Context: an optimization exercise on an open-source flow, tuned for small area, a short achievable clock period and few clock cycles per item. The choices shown serve that exercise and are no tape-out recipe.
No run shown here included a check of the RTL's function; only the layout flow was run.
Power and IR drop assume default switching activity.

**flow/config.mk**
```make
export PLATFORM = sky130hd
export DESIGN_NAME = ex_stage_md
export DESIGN_NICKNAME = ex_stage_md
export VERILOG_FILES = /design/flow/design.v
export SDC_FILE = /design/flow/constraint.sdc
export NUM_CORES = 4
export LEC_CHECK = 0
export ABC_CLOCK_PERIOD_IN_PS = 4500
export CAP_MARGIN = 20
export CORE_MARGIN = 2
export CORE_UTILIZATION = 40
export SETUP_SLACK_MARGIN = 2.5
export SLEW_MARGIN = 20
```
**flow/constraint.sdc**
```tcl
create_clock -name core_clock -period 7.0 [get_ports {clk}]
set_input_delay 1.4000 -clock core_clock [delete_from_list [all_inputs] [get_ports {clk}]]
set_output_delay 1.4000 -clock core_clock [all_outputs]
set_load 0.01 [all_outputs]
```
**flow/design.v**
```verilog
module ex_stage_md #(
   parameter int WIDTH   = 32,
   parameter int SHAMT_W = 5,
   parameter int REG_W   = 5,
   parameter int CTRL_W  = 10
) (
   input  logic              clk,
   input  logic              rst_n,
   input  logic              in_valid,
   input  logic [WIDTH-1:0]  a_operand,
   input  logic [WIDTH-1:0]  b_operand,
   input  logic [WIDTH-1:0]  imm_ext,
   input  logic [WIDTH-1:0]  pc_plus4,
   input  logic [WIDTH-1:0]  fwd_mem,
   input  logic [WIDTH-1:0]  fwd_wb,
   input  logic [1:0]        fwd_a_sel,
   input  logic [1:0]        fwd_b_sel,
   input  logic              alu_src,
   input  logic              reg_dest,
   input  logic [REG_W-1:0]  dest_rd,
   input  logic [REG_W-1:0]  dest_rt,
   input  logic [4:0]        alu_sel,
   input  logic [CTRL_W-1:0] ctrl_in,
   input  logic              stall_in,
   output logic [WIDTH-1:0]  alu_out,
   output logic [WIDTH-1:0]  data_to_write,
   output logic [REG_W-1:0]  reg_to_write,
   output logic [WIDTH-1:0]  pc_plus4_o,
   output logic [CTRL_W-1:0] ctrl_out,
   output logic              out_valid,
   output logic              md_busy,
   output logic              md_stall,
   output logic [REG_W-1:0]  dest_hz
);
   localparam logic [4:0] OP_ADD   = 5'd6;
   localparam logic [4:0] OP_SUB   = 5'd7;
   localparam logic [4:0] OP_AND   = 5'd8;
   localparam logic [4:0] OP_OR    = 5'd9;
   localparam logic [4:0] OP_XOR   = 5'd10;
   localparam logic [4:0] OP_NOR   = 5'd11;
   localparam logic [4:0] OP_SLT   = 5'd12;
   localparam logic [4:0] OP_LUI   = 5'd13;
   localparam logic [4:0] OP_LINK  = 5'd14;
   localparam logic [4:0] OP_SLTU  = 5'd15;
   localparam logic [4:0] OP_MULT  = 5'd16;
   localparam logic [4:0] OP_DIV   = 5'd18;
   localparam logic [4:0] OP_DIVU  = 5'd19;
   localparam logic [4:0] OP_MFHI  = 5'd20;
   localparam logic [4:0] OP_MFLO  = 5'd21;
   logic [WIDTH-1:0] src_a, src_b, op_b;
   always_comb begin
      src_a = a_operand;
      if (fwd_a_sel[1])      src_a = fwd_mem;
      else if (fwd_a_sel[0]) src_a = fwd_wb;
      src_b = b_operand;
      if (fwd_b_sel[1])      src_b = fwd_mem;
      else if (fwd_b_sel[0]) src_b = fwd_wb;
      op_b = alu_src ? imm_ext : src_b;
   end
   logic [REG_W-1:0] dest;
   assign dest = (alu_sel == OP_LINK) ? '1 : (reg_dest ? dest_rd : dest_rt);
   logic             sh_var, sh_left, sh_arith;
   logic [4:0]       shamt;
   logic             sh_fill;
   logic [WIDTH-1:0] sh_in, sh_tmp, sh_rev, sh_res;
   always_comb begin
      sh_var   = (alu_sel == 5'd3) || (alu_sel == 5'd4) || (alu_sel == 5'd5);
      sh_left  = (alu_sel == 5'd0) || (alu_sel == 5'd3) || (alu_sel == OP_LUI);
      sh_arith = (alu_sel == 5'd2) || (alu_sel == 5'd5);
      if (alu_sel == OP_LUI) shamt = 5'd16;
      else if (sh_var)       shamt = src_a[4:0];
      else                   shamt = imm_ext[10:6];
      for (int i = 0; i < WIDTH; i++) sh_rev[i] = op_b[WIDTH-1-i];
      sh_fill = sh_arith & op_b[WIDTH-1];
      sh_in   = sh_left ? sh_rev : op_b;
      for (int k = 0; k < 5; k++) begin
         for (int i = 0; i < WIDTH; i++)
            sh_tmp[i] = (i + (1 << k) < WIDTH) ? sh_in[(i + (1 << k)) % WIDTH] : sh_fill;
         if (shamt[k]) sh_in = sh_tmp;
      end
      for (int i = 0; i < WIDTH; i++) sh_rev[i] = sh_in[WIDTH-1-i];
      sh_res = sh_left ? sh_rev : sh_in;
   end
   logic             mf_rd, md_code, add_alt, do_sub, add_cin, lt_s, lt_u;
   logic [WIDTH-1:0] hi_q, lo_q, add_a, add_b, alu_res;
   logic [WIDTH:0]   addsub;
   logic             is_div_q, neg_lo_q, neg_hi_q, corr_q;
   logic [WIDTH-1:0] md_q;
   always_comb begin
      mf_rd   = (alu_sel == OP_MFHI) || (alu_sel == OP_MFLO);
      md_code = (alu_sel[4:2] == 3'b100);
      add_alt = mf_rd | md_code;
      if (!add_alt)     add_a = src_a;
      else if (mf_rd & ~alu_sel[0] & corr_q) add_a = md_q;
      else              add_a = '0;
      if (mf_rd)        add_b = alu_sel[0] ? lo_q : hi_q;
      else if (md_code) add_b = src_a;
      else              add_b = op_b;
      if (mf_rd)        do_sub = alu_sel[0] ? neg_lo_q : neg_hi_q;
      else              do_sub = (alu_sel != OP_ADD);
      add_cin = do_sub;
      addsub  = {1'b0, add_a} + {1'b0, do_sub ? ~add_b : add_b} + {{WIDTH{1'b0}}, add_cin};
      lt_u    = ~addsub[WIDTH];
      lt_s    = (src_a[WIDTH-1] ^ op_b[WIDTH-1]) ? src_a[WIDTH-1] : addsub[WIDTH-1];
   end
   always_comb begin
      case (alu_sel)
         5'd0, 5'd1, 5'd2, 5'd3, 5'd4, 5'd5, OP_LUI:
                  alu_res = sh_res;
         OP_ADD, OP_SUB, OP_MFHI, OP_MFLO:
                  alu_res = addsub[WIDTH-1:0];
         OP_AND:  alu_res = src_a & op_b;
         OP_OR:   alu_res = src_a | op_b;
         OP_XOR:  alu_res = src_a ^ op_b;
         OP_NOR:  alu_res = ~(src_a | op_b);
         OP_SLT:  alu_res = {{(WIDTH-1){1'b0}}, lt_s};
         OP_SLTU: alu_res = {{(WIDTH-1){1'b0}}, lt_u};
         OP_LINK: alu_res = pc_plus4;
         default: alu_res = '0;
      endcase
   end
   logic busy_q, is_md_op, is_md_any, md_stall_w, accept, md_start;
   assign is_md_op   = (alu_sel[4:2] == 3'b100);
   assign is_md_any  = is_md_op || (alu_sel == OP_MFHI) || (alu_sel == OP_MFLO);
   assign md_stall_w = in_valid & busy_q & is_md_any;
   assign accept     = in_valid & ~md_stall_w & ~stall_in;
   assign md_start   = accept & is_md_op;
   logic [WIDTH-1:0]  alu_out_q, data_q, pc_q;
   logic [REG_W-1:0]  reg_q;
   logic [CTRL_W-1:0] ctrl_q;
   logic              vld_q;
   always_ff @(posedge clk or negedge rst_n) begin
      if (!rst_n) begin
         ctrl_q <= '0;
         vld_q  <= 1'b0;
      end else if (!stall_in) begin
         ctrl_q <= accept ? ctrl_in : '0;
         vld_q  <= accept;
      end
   end
   always_ff @(posedge clk) begin
      if (!stall_in) begin
         alu_out_q <= alu_res;
         data_q    <= src_b;
         reg_q     <= dest;
         pc_q      <= pc_plus4;
      end
   end
   localparam int SKIP = 8;
   logic [5:0]       cnt_q;
   logic             sgn_q;
   logic             signed_op, start_div, a_neg, b_neg, b_zero;
   logic [WIDTH-1:0] a_mag;
   assign signed_op = (alu_sel == OP_MULT) || (alu_sel == OP_DIV);
   assign start_div = (alu_sel == OP_DIV) || (alu_sel == OP_DIVU);
   assign a_neg     = start_div & signed_op & src_a[WIDTH-1];
   assign b_neg     = signed_op & src_b[WIDTH-1];
   assign b_zero    = (src_b == '0);
   assign a_mag     = a_neg ? addsub[WIDTH-1:0] : src_a;
   logic                 bprev_q, m_ext;
   logic [WIDTH+1:0]     m_x;
   logic [WIDTH+5:0]     mul_t;
   logic [WIDTH-1:0]     mul_hi, mul_lo;
   function automatic logic [WIDTH+5:0] booth_pp(input logic [2:0] b, input logic [WIDTH+1:0] m);
      logic [WIDTH+2:0] x;
      if (b[1] ^ b[0])                        x = {m[WIDTH+1], m};
      else if (b[2] != b[1])                  x = {m, 1'b0};
      else                                    x = '0;
      booth_pp = {{3{x[WIDTH+2] ^ b[2]}}, x ^ {(WIDTH+3){b[2]}}};
   endfunction
   always_comb begin
      m_ext  = sgn_q & md_q[WIDTH-1];
      m_x    = {m_ext, m_ext, md_q};
      mul_t  = {{6{hi_q[WIDTH-1]}}, hi_q}
             + booth_pp({lo_q[1:0], bprev_q}, m_x)
             + (booth_pp(lo_q[3:1], m_x) << 2)
             + (WIDTH+6)'(lo_q[1])
             + ((WIDTH+6)'(lo_q[3]) << 2);
      mul_hi = mul_t[WIDTH+3:4];
      mul_lo = {mul_t[3:0], lo_q[WIDTH-1:4]};
   end
   logic             d_pos;
   logic [WIDTH-1:0] d_x;
   assign d_pos = ~(sgn_q & md_q[WIDTH-1]);
   assign d_x   = md_q ^ {WIDTH{d_pos}};
   function automatic logic below_d(input logic [WIDTH-1:0] v);
      logic [WIDTH+1:0] t;
      t = {1'b0, v, 1'b1} + {1'b1, d_x, d_pos};
      below_d = t[WIDTH+1];
   endfunction
   logic [WIDTH:0]   div_s1;
   logic [WIDTH+1:0] div_s2;
   logic [WIDTH+2:0] div_t1, div_t2;
   logic             div_ge1, div_ge2, div_two;
   always_comb begin
      div_s1  = {hi_q, lo_q[WIDTH-1]};
      div_s2  = {hi_q, lo_q[WIDTH-1 -: 2]};
      div_t1  = {1'b0, div_s1, 1'b1} + {2'b11, d_x, d_pos};
      div_t2  = {div_s2, 1'b1} + {2'b11, d_x, d_pos};
      div_ge1 = ~div_t1[WIDTH+2];
      div_ge2 = ~div_t2[WIDTH+2];
      div_two = ~div_ge1 & (cnt_q >= 6'd2);
   end
   logic skip;
   assign skip = (hi_q[WIDTH-1 -: SKIP] == '0)
               && below_d({hi_q[WIDTH-SKIP-1:0], lo_q[WIDTH-1 -: SKIP]})
               && (cnt_q >= 6'(SKIP));
   logic [5:0] md_take, cnt_next;
   always_comb begin
      if (!is_div_q)    md_take = 6'd1;
      else if (skip)    md_take = 6'(SKIP);
      else if (div_two) md_take = 6'd2;
      else              md_take = 6'd1;
      cnt_next = cnt_q - md_take;
   end
   always_ff @(posedge clk or negedge rst_n) begin
      if (!rst_n) begin
         hi_q     <= '0;
         lo_q     <= '0;
         busy_q   <= 1'b0;
         neg_lo_q <= 1'b0;
         neg_hi_q <= 1'b0;
         corr_q   <= 1'b0;
      end else if (md_start) begin
         hi_q     <= '0;
         lo_q     <= a_mag;
         busy_q   <= 1'b1;
         neg_lo_q <= start_div & (a_neg ^ b_neg) & ~b_zero;
         neg_hi_q <= a_neg;
         corr_q   <= ~start_div & ~signed_op & src_a[WIDTH-1];
      end else if (busy_q) begin
         if (!is_div_q) begin
            hi_q  <= mul_hi;
            lo_q  <= mul_lo;
         end else if (skip) begin
            hi_q  <= {hi_q[WIDTH-SKIP-1:0], lo_q[WIDTH-1 -: SKIP]};
            lo_q  <= {lo_q[WIDTH-SKIP-1:0], {SKIP{1'b0}}};
         end else if (div_ge1) begin
            hi_q  <= div_t1[WIDTH:1];
            lo_q  <= {lo_q[WIDTH-2:0], 1'b1};
         end else if (div_two) begin
            hi_q  <= div_ge2 ? div_t2[WIDTH:1] : div_s2[WIDTH-1:0];
            lo_q  <= {lo_q[WIDTH-3:0], 1'b0, div_ge2};
         end else begin
            hi_q  <= div_s1[WIDTH-1:0];
            lo_q  <= {lo_q[WIDTH-2:0], 1'b0};
         end
         if (cnt_next == 6'd0) busy_q <= 1'b0;
      end
   end
   always_ff @(posedge clk) begin
      if (md_start) begin
         md_q     <= src_b;
         bprev_q  <= 1'b0;
         cnt_q    <= start_div ? 6'(WIDTH) : 6'(WIDTH / 4);
         is_div_q <= start_div;
         sgn_q    <= signed_op;
      end else if (busy_q) begin
         cnt_q    <= cnt_next;
         bprev_q  <= lo_q[3];
      end
   end
   assign alu_out       = alu_out_q;
   assign data_to_write = data_q;
   assign reg_to_write  = reg_q;
   assign pc_plus4_o    = pc_q;
   assign ctrl_out      = ctrl_q;
   assign out_valid     = vld_q;
   assign md_busy       = busy_q;
   assign md_stall      = md_stall_w;
   assign dest_hz       = dest;
endmodule
```
**flow/run.sh**
```bash
#!/bin/bash
# synth_recipe.tcl (not shown) runs the flow's synth.tcl, then flattens the netlist and writes it again
# the make line also repeats each setting of config.mk as NAME=value (left out here)
make -C /OpenROAD-flow-scripts/flow DESIGN_CONFIG=/design/flow/config.mk WORK_HOME=/design/flow/orfs CLKGATE_MAP_FILE= SYNTH_SCRIPT=/design/flow/synth_recipe.tcl finish
```
==> results.ini, run 1 <==
[pwr]
ir_worst_vdd_v = 0.000673
powerDensity_nw_per_um2 = 616
p_leak_uw = 0.0180

[global_routing]
antenna_found_initial = 6
grt_pass1_wl_microns = 240000
grt_pass1_vias = 34300
grt_max_degree = 54
grt.total_usage_pct = 42.2
grt-ovfl-total = 0

[logic_synthesis]
ys_ff_latch = 221
syn_inst = 3790
ys.flop_type = edfxtp_1
syn-num-nets = 4316
synth.largest_area_cell = edfxtp_1
synth_cell_types = 100
yosysSeqAreaShare_pct = 20.8
async_flop_share_pct = 35.7
yosys_warnings = 1
yosysTopAreaCellShare_pct = 14.1
syn_area_sq_um = 30000
synth_edf_count = 141
synthTopCellsByArea = edfxtp_1, ha_1, dfrtp_1
syn_area_per_cell_sq_um = 7.92

[floorplan]
core_area_sq_um = 74300
die_area_sq_um = 77200
num_rows = 100
die_w_microns = 278
start_util_pct = 40.4
die_y_microns = 278
ios = 346

[worst_hold_path]
holdPathEnd = vld_q$_DFFE_PN0N_
hold_path_depth = 1
hold_class = reg2reg
hp-start = vld_q$_DFFE_PN0N_

[clock_tree]
cts_tree = done
hold_buffers = 0
cts_num_sinks = 221
clk_pin_slew_ns = 0.06
root_buffer = clkbuf_16
htree_levels = 1
cts_buffers = 29
clock_latency_ns = 0.63
clockBufferDepth = 3

[timing]
rsz0062_at_grt = true
max-slew-margin-rel_pct = 19.2
holdWs_ns = 0.479
final.period_utilization_pct = 70.4
clock_skew_ns = 0.0445
finalSetupTns_ns = 0
tightest_slew_ns = 1.21
final-setup-viol-count = 0
fmax_ghz = 0.203
slew_viol_final = 0
final-hold-violation-count = 0
fin_crit_ns = 4.93

[route]
dr.pass1.iters = 10
wire_per_inst_microns = 31.6
vias_per_cell = 6.70
drt_iter0_markers = 4855
drc = 0
totalWireLength_microns = 171000
vias = 36300
drtAntennaViolNets = 0

[place]
placed_area_sq_um = 35100
hpwl_microns = 124000
gp_congestion = 1.04
placement.io_buffers = 345

[critical_path]
critPathRequiredTime_ns = 7.33
reg2reg_depth = 20
cp-start-kind = input pin
cp.arrival_ns = 5.26
end_kind = flop
crit_slowest_cell = a31o_2
r2r-end = hi_q[11]$_DFFE_PN0P_
path_cells = buf_16, buf_6, buf_12, mux2i_2, o21ai_2, mux2i_1, buf_4, nand2_2, o211ai_1, o21ai_1, xnor2_1, ha_1, and2_4, and4_1, a32o_1, o211ai_1, a31o_2, a31oi_4, buf_12, a21oi_4, o22a_1, xor2_2, o221ai_1
startpoint = fwd_b_sel[0]
crit_fanout = 7
crit_type = in2reg
crit-reg2reg-launch = lo_q[0]$_DFFE_PN0P_
r2r_setup_slack_ns = 2.12
max_stage_delay_ns = 0.30

[final_layout]
num-fill-cells = 6609
fin_nets = 4950
regArea_sq_um = 6240
multiInputGateArea_sq_um = 25600
final_util_pct = 58.3
layout-drive-gt1-share_pct = 26.8
area_delta_synth_final_pct = 44.3
fin_area_sq_um = 43300

[status]
status = timing/DRC/antenna clean

[flow_run]
maxCapViolations = 0

[through the flow]
stage                     setup WS [ns]  total power, uW  std cells
after floorplan                    1.94            12900       3790
after global placement            0.580            17900       4989
after detailed placement          0.555            17900       4989
after CTS                          2.17            23000       5310
after global routing               1.96            28000       5418
final                              2.07            26700       5422
[sequential cells by signal, summed over array words and instances, names as in the netlist, 5 cells and up]
register	cells
alu_out_q	32
ctrl_q	10
cnt_q	6
pc_q	32
data_q	32
hi_q	32
reg_q	5
md_q	32
lo_q	32
[area by class of cell]
class / instances / area share, %
antenna: 6 / 0.0347
sequential: 221 / 14.4
inverter: 210 / 1.89
timing repair buffer: 880 / 19.6
clock inverter: 17 / 0.425
clock buffer: 37 / 1.81
tap: 969 / 2.80
multi-input combinational: 3082 / 59.0
[worst max-delay path: cells and delay by family]
kind,cells,cell delay (ns)
AOI/OAI and AO/OA,10,1.69
adders and majority gates,1,0.28
xor gates and xnor gates,2,0.46
buffers and inverters,5,0.68
and+or+nand+nor,3,0.40
muxes,2,0.33
[power by group]
part           internal (uW)  total [uW]  switching (uW)
logic                   9830       22600           12700
registers               1740        2500             759
clock network            905        1600             692
[cell families after synthesis]
family | count (synthesis) | synth area share [%]
AOI/OAI and AO/OA | 1359 | 29.5
and+or+nand+nor | 979 | 14.4
buffers and inverters | 493 | 6.43
adders and majority gates | 299 | 13.4
muxes | 253 | 10.1
DFF | 221 | 20.8
xor gates and xnor gates | 186 | 5.43
[what timing repair did]
| action | in CTS | in global routing |
|---|---|---|
| pin swaps | 241 | 205 |
| setup buffers | 249 | 104 |
| cloned | 18 | 0 |
| gates resized for setup | 611 | 323 |
| endpoints found under the setup margin | 115 | 99 |
[cells in the mapped netlist, types with 16 or more instances]
library cell	n
nand2_1	434
a21oi_1	311
o21ai_0	302
ha_1	262
nor2_1	261
clkbuf_1	208
inv_1	203
mux2i_1	197
edfxtp_1	141
xnor2_1	134
o211ai_1	86
a22oi_1	84
dfrtp_1	79
a21o_1	76
o21ai_1	64
nand3_1	57
xor2_1	52
nor3_1	49
a211oi_1	47
buf_1	43
o22ai_1	41
fa_1	37
mux4_2	37
a221oi_1	33
a222oi_1	33
a31oi_1	33
o21a_1	30
nand2b_1	27
nand4_1	27
buf_2	26
o31ai_1	25
o221ai_1	23
nor2b_1	20
nor4_1	18
a211o_1	17
a221o_1	17
or3_1	17
a22o_1	16
and2_1	16
[routing by layer]
metal	global-route usage, %	up-vias	share of wire (%)
met5	0	-	0.0070
met4	35.9	2	11
met3	10.0	875	11
met2	65.8	2793	43
met1	49.0	17200	35
li1	-	15400	-
[how the worst max path moves through the flow]
stage / to
3_5_place_dp: alu_out_q[20]$_DFFE_PN_
4_1_cts: alu_out_q[23]$_DFFE_PN_
3_3_place_gp: alu_out_q[20]$_DFFE_PN_
6_report: alu_out_q[29]$_DFFE_PN_
5_1_grt: alu_out_q[24]$_DFFE_PN_
2_1_floorplan: alu_out_q[30]$_DFFE_PN_
[cells in the final DEF (no fill, tap or decap), drive strengths merged, types with 18 or more instances in the layout]
cell type | Yosys | layout
clkbuf | 208 | 38
nand4 | 27 | 27
xor2 | 52 | 52
xnor2 | 134 | 134
a31oi | 33 | 33
and2 | 18 | 20
o21a | 30 | 30
nand2b | 27 | 27
o211ai | 86 | 86
nand2 | 435 | 435
a221oi | 36 | 36
a21o | 76 | 76
nor4 | 18 | 18
nand3 | 57 | 57
o31ai | 25 | 25
a22oi | 84 | 84
o22ai | 41 | 41
edfxtp | 141 | 141
a211oi | 48 | 48
ha | 262 | 262
inv | 205 | 206
dlygate4sd2 | 0 | 34
o221ai | 23 | 23
o21ai | 366 | 366
mux2 | 19 | 19
buf | 75 | 539
dfrtp | 79 | 79
nor3 | 49 | 49
clkdlybuf4s50 | 0 | 286
fa | 37 | 37
a21oi | 313 | 313
a222oi | 33 | 33
mux2i | 197 | 197
mux4 | 37 | 37
nor2b | 20 | 20
nor2 | 261 | 263
==> run 2, diff against run 1 <==
--- a/flow/design.v
+++ b/flow/design.v
@@ -83,4 +83,4 @@
    end
-   logic             mf_rd, md_code, add_alt, do_sub, add_cin, lt_s, lt_u;
-   logic [WIDTH-1:0] hi_q, lo_q, add_a, add_b, alu_res;
+   logic             mf_rd, md_code, mf_neg, mf_corr, b_imm, b_src, do_sub, add_cin, lt_s, lt_u;
+   logic [WIDTH-1:0] hi_q, lo_q, mf_val, add_a, add_b, alu_res;
    logic [WIDTH:0]   addsub;
@@ -91,13 +91,13 @@
       md_code = (alu_sel[4:2] == 3'b100);
-      add_alt = mf_rd | md_code;
-      if (!add_alt)     add_a = src_a;
-      else if (mf_rd & ~alu_sel[0] & corr_q) add_a = md_q;
-      else              add_a = '0;
-      if (mf_rd)        add_b = alu_sel[0] ? lo_q : hi_q;
-      else if (md_code) add_b = src_a;
-      else              add_b = op_b;
-      if (mf_rd)        do_sub = alu_sel[0] ? neg_lo_q : neg_hi_q;
-      else              do_sub = (alu_sel != OP_ADD);
-      add_cin = do_sub;
-      addsub  = {1'b0, add_a} + {1'b0, do_sub ? ~add_b : add_b} + {{WIDTH{1'b0}}, add_cin};
+      mf_neg  = mf_rd & (alu_sel[0] ? neg_lo_q : neg_hi_q);
+      mf_corr = mf_rd & ~alu_sel[0] & corr_q;
+      mf_val  = (alu_sel[0] ? lo_q : hi_q) ^ {WIDTH{mf_neg}};
+      add_a   = mf_rd ? mf_val : src_a;
+      b_imm   = ~mf_rd & ~md_code & alu_src;
+      b_src   = ~mf_rd & ~md_code & ~alu_src;
+      do_sub  = ~mf_rd & ~md_code & (alu_sel != OP_ADD);
+      add_b   = ({WIDTH{b_src}} & src_b) | ({WIDTH{b_imm}} & imm_ext)
+              | ({WIDTH{mf_corr}} & md_q) | {WIDTH{md_code}};
+      add_cin = do_sub | mf_neg;
+      addsub  = {1'b0, add_a} + {1'b0, add_b ^ {WIDTH{do_sub}}} + {{WIDTH{1'b0}}, add_cin};
       lt_u    = ~addsub[WIDTH];
@@ -158,3 +158,3 @@
    assign b_zero    = (src_b == '0);
-   assign a_mag     = a_neg ? addsub[WIDTH-1:0] : src_a;
+   assign a_mag     = a_neg ? ~addsub[WIDTH-1:0] : src_a;
    logic                 bprev_q, m_ext;
==> flow/flow/run.sh (new file) <==
#!/bin/bash
# The standard layout (standard.sh: the standard flow's synthesis and ORFS flow, unchanged), except that
# the port buffers placed on every input and output are the smallest buffer, buf_1, instead
# of the delay buffer ORFS picks; timing repair still resizes any that need more drive.
set -euo pipefail
export BUFFER_PORTS_ARGS="-buffer_cell sky130_fd_sc_hd__buf_1"
bash standard.sh > standard.log 2>&1
==> flow/standard.sh (new file) <==
#!/bin/bash
# synth_recipe.tcl (not shown) runs the flow's synth.tcl, then flattens the netlist and writes it again
# the make line also repeats each setting of config.mk as NAME=value (left out here)
make -C /OpenROAD-flow-scripts/flow DESIGN_CONFIG=/design/flow/config.mk WORK_HOME=/design/flow/orfs CLKGATE_MAP_FILE= SYNTH_SCRIPT=/design/flow/synth_recipe.tcl "${@:-finish}"
removed: flow/run.sh
==> results.ini, run 2 <==
[global_routing]
antenna_found_initial = 3  ; -3
grt_max_degree = 80  ; +48%
grt_pass1_wl_microns = 235000  ; -1.9%
grt_pass1_vias = 33100  ; -3.5%
use_met2_pct = 63.4  ; -2.4 points
grt-busiest-layer = met2
gr-usage-met3_pct = 6.43  ; -3.6 points
grt-ovfl-total = 0  ; unchanged
met1_usage_pct = 49.5  ; +0.48 points
grt.total_usage_pct = 40.8  ; -1.5 points

[clock_tree]
clockBufferDepth = 3  ; unchanged
cts_num_sinks = 221  ; unchanged
hold_buffers = 0  ; unchanged
clk_pin_slew_ns = 0.07  ; about the same
root_buffer = clkbuf_16
cts_tree = done
clock_latency_ns = 0.63  ; about the same
cts_buffers = 29  ; unchanged
htree_levels = 1  ; unchanged

[floorplan]
die_y_microns = 282  ; +1.3%
start_util_pct = 40.5  ; +0.16 points
die_w_microns = 282  ; +1.3%
num_rows = 101  ; +1.0%
core_area_sq_um = 76100  ; +2.4%
ios = 346  ; unchanged
die_area_sq_um = 79300  ; +2.7%

[timing]
final-hold-violation-count = 0  ; unchanged
final.period_utilization_pct = 72.8  ; +2.4 points
final-setup-viol-count = 0  ; unchanged
clock_skew_ns = 0.0384  ; -0.00605 ns
tightest_slew_ns = 1.19  ; -0.0190 ns
max-slew-margin-rel_pct = 20.8  ; +1.6 points
finalSetupTns_ns = 0  ; unchanged
setup_ws_ns = 1.91  ; -0.167 ns
fin_crit_ns = 5.09  ; +0.167 ns
fmax_ghz = 0.196  ; -3.3%
slew_viol_final = 0  ; unchanged
rsz0062_at_grt = true

[worst_hold_path]
hold_class = reg2reg

[final_layout]
layout_commonest_cell = nand2_1
area_delta_synth_final_pct = 30.7
fin_area_sq_um = 40300  ; -6.9%
fin_cells = 5395  ; -0.50%
layout-drive-gt1-share_pct = 23.0  ; -3.7 points
fin_nets = 4867  ; -1.7%
num-fill-cells = 7254  ; +9.8%
final_cell_mix = nand2_1, buf_1, buf_4

[critical_path]
cp-start-kind = input pin
crit_fanout = 4  ; -3
critPathBufInv = 3  ; -2
path_cells = buf_6, nand2b_4, or2_4, nor3b_4, buf_6, a221oi_4, xor2_2, fa_2, fa_2, a21o_1, a21oi_2, o21ai_2, a21oi_2, nand2b_4, o211ai_1, buf_4, a31oi_4, xor2_2, o221ai_1, o21bai_1
crit_family = compound AO/OA/AOI/OAI gates
cp.arrival_ns = 5.46  ; +0.20 ns
critPathRequiredTime_ns = 7.37  ; +0.04 ns
crit_type = in2reg
crit_slowest_cell = fa_2
max_stage_delay_ns = 0.41  ; +0.11 ns
end_kind = flop

[place]
placement.io_buffers = 345  ; unchanged
placed_area_sq_um = 33500  ; -4.6%
hpwl_microns = 126000  ; +1.5%
pre_cts_slack_ns = 0.431  ; -0.124 ns
gp_congestion = 1.01  ; -2.4%
dp_cells = 5101  ; +2.2%

[pwr]
intPower_uw = 12400  ; -0.32%
ir_worst_vdd_v = 0.000761  ; +13%
p_total_uw = 26900  ; +0.73%
power_frac_seq_pct = 9.3  ; about the same
powerDensity_nw_per_um2 = 666  ; +8.2%
switching_share_pct = 53.7  ; +0.49 points
comb_power_share_pct = 84.7  ; about the same
power.switching_uw = 14400  ; +1.7%
clkPwrFrac_pct = 6.0  ; about the same
p_leak_uw = 0.0164  ; -9.0%

[flow_run]
maxCapViolations = 0  ; unchanged

[logic_synthesis]
synthTopCellsByCount = nand2_1, o21ai_0, a21oi_1
syn-num-nets = 4412  ; +2.2%
ys_ff_latch = 221  ; unchanged
yosysTopAreaCellShare_pct = 13.7  ; -0.38 points
synth.largest_area_cell = edfxtp_1
async_flop_share_pct = 35.7  ; unchanged
synth_edf_count = 141  ; unchanged
synthTopCellsByArea = edfxtp_1, ha_1, mux2i_1
synth_most_common_cell = nand2_1
syn_area_sq_um = 30800  ; +2.8%
synth_cell_types = 98  ; -2.0%
yosys_warnings = 1  ; unchanged
yosysSeqAreaShare_pct = 20.2  ; -0.56 points
syn_inst = 3885  ; +2.5%
ys.flop_type = edfxtp_1
syn_area_per_cell_sq_um = 7.94  ; +0.24%

[route]
vias_per_cell = 6.50  ; -3.0%
dr.pass1.iters = 6  ; -4
wire_per_inst_microns = 31.0  ; -1.8%
vias = 35100  ; -3.5%
drt_iter0_markers = 4483  ; -7.7%
totalWireLength_microns = 167000  ; -2.3%
drtAntennaViolNets = 0  ; unchanged
drc = 0  ; unchanged

[status]
status = timing/DRC/antenna clean

-- run 2: path summary, 6_finish.rpt --
| check | from | end | slack [ns] | cells past startpoint |
|---|---|---|---|---|
| worst max-delay path | alu_sel[3] | alu_out_q[24]$_DFFE_PN_ | 1.91 | 20 |
| worst min-delay path | vld_q$_DFFE_PN0N_ | vld_q$_DFFE_PN0N_ | 0.50 | 1 |
| worst max register to register | lo_q[0]$_DFFE_PN0P_ | hi_q[29]$_DFFE_PN0P_ | 2.12 | 20 |
| worst min register to register | vld_q$_DFFE_PN0N_ | vld_q$_DFFE_PN0N_ | 0.50 | 1 |
| max in group asynchronous | rst_n | lo_q[1]$_DFFE_PN0P_ | 4.99 | 2 |
| min in group asynchronous | rst_n | ctrl_q[5]$_DFFE_PN0N_ | 0.74 | 1 |
-- run 2: worst register-to-register path, cell delays in order (launching register included) --
cell and delay, ns:
dfrtp_4 0.48, buf_6 0.12, buf_6 0.11, clkinvlp_4 0.13, buf_12 0.16, buf_12 0.14, a22oi_1 0.19, o221ai_1 0.21
fa_1 0.55, inv_1 0.05, ha_1 0.29, ha_1 0.50, nand4_1 0.33, o31ai_1 0.35, o22ai_2 0.12, buf_6 0.16
a21oi_4 0.15, a31oi_2 0.11, xnor2_1 0.24, o22ai_1 0.13, a221oi_1 0.29
-- run 2: power groups by stage --
| stage | sequential [uW] | combinational [uW] | clock [uW] |
|---|---|---|---|
| final | 2500 | 22700 | 1610 |
| after CTS | 2450 | 20200 | 1610 |
| after global placement | 2470 | 16000 | 0 |
| after detailed placement | 2460 | 16000 | 0 |
| after global routing | 2500 | 24200 | 1660 |
| after floorplan | 2070 | 11500 | 0 |
-- run 2: cells by family after synthesis --
group	after synthesis	synth area share (%)
AO/OA/AOI/OAI	1340	29.0
AND/OR/NAND/NOR	963	14.1
buffers and inverters	528	6.88
adder cells (fa/ha/maj)	331	14.1
multiplexers	271	9.16
XOR/XNOR	231	6.56
flip-flops	221	20.2
-- run 2: metrics by stage --
step                hold slack, ns  utilization (%)
floorplan                    0.440                -
global placement             0.469             44.0
detailed placement           0.475             44.0
CTS                          0.490             50.9
global route                 0.527             53.0
finish                       0.504             53.0
-- run 2: area by class of cell --
type                            count  area (sq um)  share of cell area [%]
Timing Repair Buffer              728          4910                    12.2
Antenna cell                        2          5.00                  0.0124
Sequential cell                   221          6240                    15.5
Clock buffer                       36           803                    1.99
Clock inverter                     18           185                   0.460
Multi-Input combinational cell   3145         26000                    64.6
Inverter                          215           822                    2.04
Tap cell                         1030          1290                    3.20
-- run 2: what timing repair did --
action / 4_1_cts / 5_1_grt
setup endpoints to repair: 108 / 95
pin swaps: 187 / 162
gates resized for setup: 523 / 198
setup buffers: 170 / 55
gates cloned: 13 / 0
-- run 2: routing by layer --
layer  up-vias  part of all wire [%]
met5         -                0.0078
li1      15400                     -
met4         2                    11
met1     16700                    37
met3       645                   8.9
met2      2321                    43
==> run 3, diff against run 2 <==
--- a/flow/design.v
+++ b/flow/design.v
@@ -86,2 +86,3 @@
    logic [WIDTH:0]   addsub;
+   logic [WIDTH+1:0] add_t;
    logic             is_div_q, neg_lo_q, neg_hi_q, corr_q;
@@ -101,3 +102,4 @@
       add_cin = do_sub | mf_neg;
-      addsub  = {1'b0, add_a} + {1'b0, add_b ^ {WIDTH{do_sub}}} + {{WIDTH{1'b0}}, add_cin};
+      add_t   = {1'b0, add_a, 1'b1} + {1'b0, add_b ^ {WIDTH{do_sub}}, add_cin};
+      addsub  = add_t[WIDTH+1:1];
       lt_u    = ~addsub[WIDTH];
==> results.ini, run 3 <==
[clock_tree]
clock_latency_ns = 0.63  ; about the same
root_buffer = clkbuf_16
cts_num_sinks = 221  ; unchanged
cts_buffers = 28  ; -3.4%
clk_pin_slew_ns = 0.08  ; about the same
clockBufferDepth = 3  ; unchanged
cts_tree = done
htree_levels = 1  ; unchanged

[timing]
tightest_slew_ns = 1.19  ; +0.00583 ns
setup_ws_ns = 2.19  ; +0.285 ns
finalSetupTns_ns = 0  ; unchanged
fmax_ghz = 0.208  ; +5.9%
final-setup-viol-count = 0  ; unchanged
clock_skew_ns = 0.0598  ; +0.0214 ns
slew_viol_final = 0  ; unchanged
final.period_utilization_pct = 68.7  ; -4.1 points
final-hold-violation-count = 0  ; unchanged
rsz0062_at_grt = true
fin_crit_ns = 4.81  ; -0.285 ns
max-slew-margin-rel_pct = 19.9  ; -0.87 points

[route]
dr.pass1.iters = 6  ; unchanged
vias_per_cell = 6.51  ; +0.17%
drtAntennaViolNets = 0  ; unchanged
drt_iter0_markers = 4163  ; -7.1%
wire_per_inst_microns = 30.5  ; -1.8%
drc = 0  ; unchanged
totalWireLength_microns = 164000  ; -2.1%
vias = 35000  ; -0.11%

[logic_synthesis]
syn_inst = 3827  ; -1.5%
ys_ff_latch = 221  ; unchanged
synth_most_common_cell = nand2_1
async_flop_share_pct = 35.7  ; unchanged
synthTopCellsByArea = edfxtp_1, ha_1, mux2i_1
ys.flop_type = edfxtp_1
yosys_warnings = 1  ; unchanged
yosysSeqAreaShare_pct = 20.3  ; +0.086 points
synth.largest_area_cell = edfxtp_1
synth_cell_types = 82  ; -16%
synth_edf_count = 141  ; unchanged
syn-num-nets = 4354  ; -1.3%
syn_area_sq_um = 30700  ; -0.42%
synthTopCellsByCount = nand2_1, o21ai_0, a21oi_1
syn_area_per_cell_sq_um = 8.02  ; +1.1%
yosysTopAreaCellShare_pct = 13.8  ; +0.058 points

[place]
placement.io_buffers = 345  ; unchanged
dp_cells = 5022  ; -1.5%
hpwl_microns = 120000  ; -4.3%
pre_cts_slack_ns = 0.752  ; +0.321 ns
gp_congestion = 1.06  ; +4.1%

[critical_path]
crit_type = reg2reg
cp-start-kind = flop
crit_fanout = 6  ; +2
critPathRequiredTime_ns = 7.50  ; +0.13 ns
cp.arrival_ns = 5.31  ; -0.15 ns
end_kind = flop

[final_layout]
fin_cells = 5380  ; -0.28%
layout-drive-gt1-share_pct = 23.9  ; +0.87 points
fin_nets = 4851  ; -0.33%
layout_commonest_cell = nand2_1
area_delta_synth_final_pct = 34.0
final_cell_mix = nand2_1, buf_1, buf_4

[global_routing]
grt_pass1_wl_microns = 231000  ; -1.7%
grt-ovfl-total = 0  ; unchanged
grt_pass1_vias = 33200  ; +0.33%
grt_max_degree = 62  ; -23%
antenna_found_initial = 4  ; +1
grt.total_usage_pct = 39.9  ; -0.83 points

[floorplan]
die_area_sq_um = 79000  ; -0.41%
die_y_microns = 281  ; -0.21%
ios = 346  ; unchanged
start_util_pct = 40.4  ; -0.10 points
core_area_sq_um = 75900  ; -0.17%
die_w_microns = 281  ; -0.21%
num_rows = 101  ; unchanged

[status]
status = timing/DRC/antenna clean

[worst_hold_path]
hold_class = reg2reg

[pwr]
p_leak_uw = 0.0166  ; +1.2%
ir_worst_vdd_v = 0.000624  ; -18%
powerDensity_nw_per_um2 = 641  ; -3.9%

[flow_run]
maxCapViolations = 0  ; unchanged

[run 3: cell types whose count changed in the layout (fill, tap and decap cells not counted), sizes merged, moves of 17 or more]
cell    delta
a22oi     -33
buf       +28
inv       -84
mux2i     +52
nand2     -35
nor2      +17
o221ai    -21
o31ai     +25
xnor2     +67
xor2      -54
[run 3: report_power, final]
group / switching (uW) / internal [uW] / total [uW]
logic: 12000 / 10200 / 22200
registers: 878 / 1760 / 2630
clock network: 687 / 814 / 1500
total: 13600 / 12800 / 26400
[run 3: worst max-delay path: stages, from the launching register on]
cell and delay [ns]:
dfrtp_4 0.45, buf_12 0.15, buf_6 0.11, nor2_4 0.04, buf_12 0.13, buf_12 0.12
buf_6 0.11, a21oi_2 0.09, nor2_1 0.05, a221oi_2 0.23, fa_1 0.50, ha_4 0.30
ha_4 0.20, a21o_1 0.23, nor3_4 0.25, a21oi_4 0.10, a221o_2 0.46, a211oi_2 0.27
o211ai_1 0.13, buf_4 0.16, and2_4 0.15, a211oi_4 0.23, a2bb2oi_2 0.16, a21oi_2 0.04
[run 3: final timing paths]
| check | endpoint | startpoint | cells after the start | slack [ns] |
|---|---|---|---|---|
| max reg2reg | hi_q[28]$_DFFE_PN0P_ | lo_q[1]$_DFFE_PN0P_ | 23 | 2.19 |
| min reg2reg | neg_lo_q$_DFFE_PN0P_ | neg_lo_q$_DFFE_PN0P_ | 2 | 0.49 |
| min in group asynchronous | hi_q[25]$_DFFE_PN0P_ | rst_n | 1 | 0.73 |
| max in group asynchronous | busy_q$_DFF_PN0_ | rst_n | 2 | 4.90 |
| min | neg_lo_q$_DFFE_PN0P_ | neg_lo_q$_DFFE_PN0P_ | 2 | 0.49 |
| max | hi_q[28]$_DFFE_PN0P_ | lo_q[1]$_DFFE_PN0P_ | 23 | 2.19 |
[run 3: kinds of logic after synthesis]
family	share of synthesized area [%]
and+or+nand+nor	14.1
DFF	20.3
adders and majority gates	14.1
xor gates and xnor gates	6.96
buffers and inverters	5.46
AOI/OAI and AO/OA	28.3
muxes	10.8
[run 3: cell type report]
class	instances	area [sq um]
diodes	4	10.0
clock buffers	33	751
clock inverters	19	160
fillers	6954	34800
inverters	129	493
multi-input cells	3178	26400
flip-flops and latches	221	6240
well taps	1030	1290
repair buffers	766	5780
[run 3: stage by stage]
stage	hold WS (ns)	area (sq um)	util (%)	total power (uW)
2_1_floorplan	0.431	31300	-	14500
3_3_place_gp	0.457	33600	44.2	18900
3_5_place_dp	0.460	33600	44.2	18800
4_1_cts	0.487	39300	51.8	23600
5_1_grt	0.517	41100	54.1	28000
6_report	0.492	41100	54.2	26400
[run 3: metal layers]
metal | global-route usage [%] | vias up | wire length [microns]
met5 | 0 | - | 0
met4 | 34.4 | 0 | 17100
met3 | 7.68 | 615 | 15300
met2 | 61.9 | 2228 | 71200
met1 | 47.4 | 16800 | 60200
li1 | - | 15300 | -
[run 3: what timing repair did]
item / in CTS / in global routing
endpoints found under the setup margin: 110 / 101
buffers inserted: 213 / 69
hold buffers: 0 / 0
cloned: 20 / 0
resized for setup: 526 / 222
pin swaps: 187 / 143

## afterwards: timing with drivers on the ports
The results above use ideal ports. As a check the final layouts listed here were re-extracted and re-timed, cells and wires unchanged. Step 1 (the two cells are an assumption about what drives the block):
set clk [get_ports {clk}]
set_driving_cell -lib_cell sky130_fd_sc_hd__clkbuf_16 $clk
set_driving_cell -lib_cell sky130_fd_sc_hd__buf_2 [delete_from_list [all_inputs] $clk]
Step 2 times the ports against the registers' clock, not the clock port: input delays grow and output delays shrink by t, the midpoint of the rising clock arrivals with the driver on. Slacks: ideal / step 1 / step 2; pairs: ideal / step 1.
run | t (ns) | setup slack, ns | clock arrival spread, ns | worst register clock-pin slew, ns | worst data-port slew with drivers (ns)
run 1 | 0.673 | 2.074 / 1.982 / 1.308 | 0.044 / 0.045 | 0.07 / 0.07 | 0.17
run 2 | 0.674 | 1.907 / 1.915 / 1.241 | 0.039 / 0.039 | 0.08 / 0.08 | 0.10
run 3 | 0.663 | 2.192 / 2.127 / 1.464 | 0.059 / 0.060 | 0.08 / 0.08 | 0.23
After both steps every run listed still meets setup and hold. For run 1, which loses most, drivers alone change the setup slack by -0.092 ns; drivers and shift together by -0.766 ns.
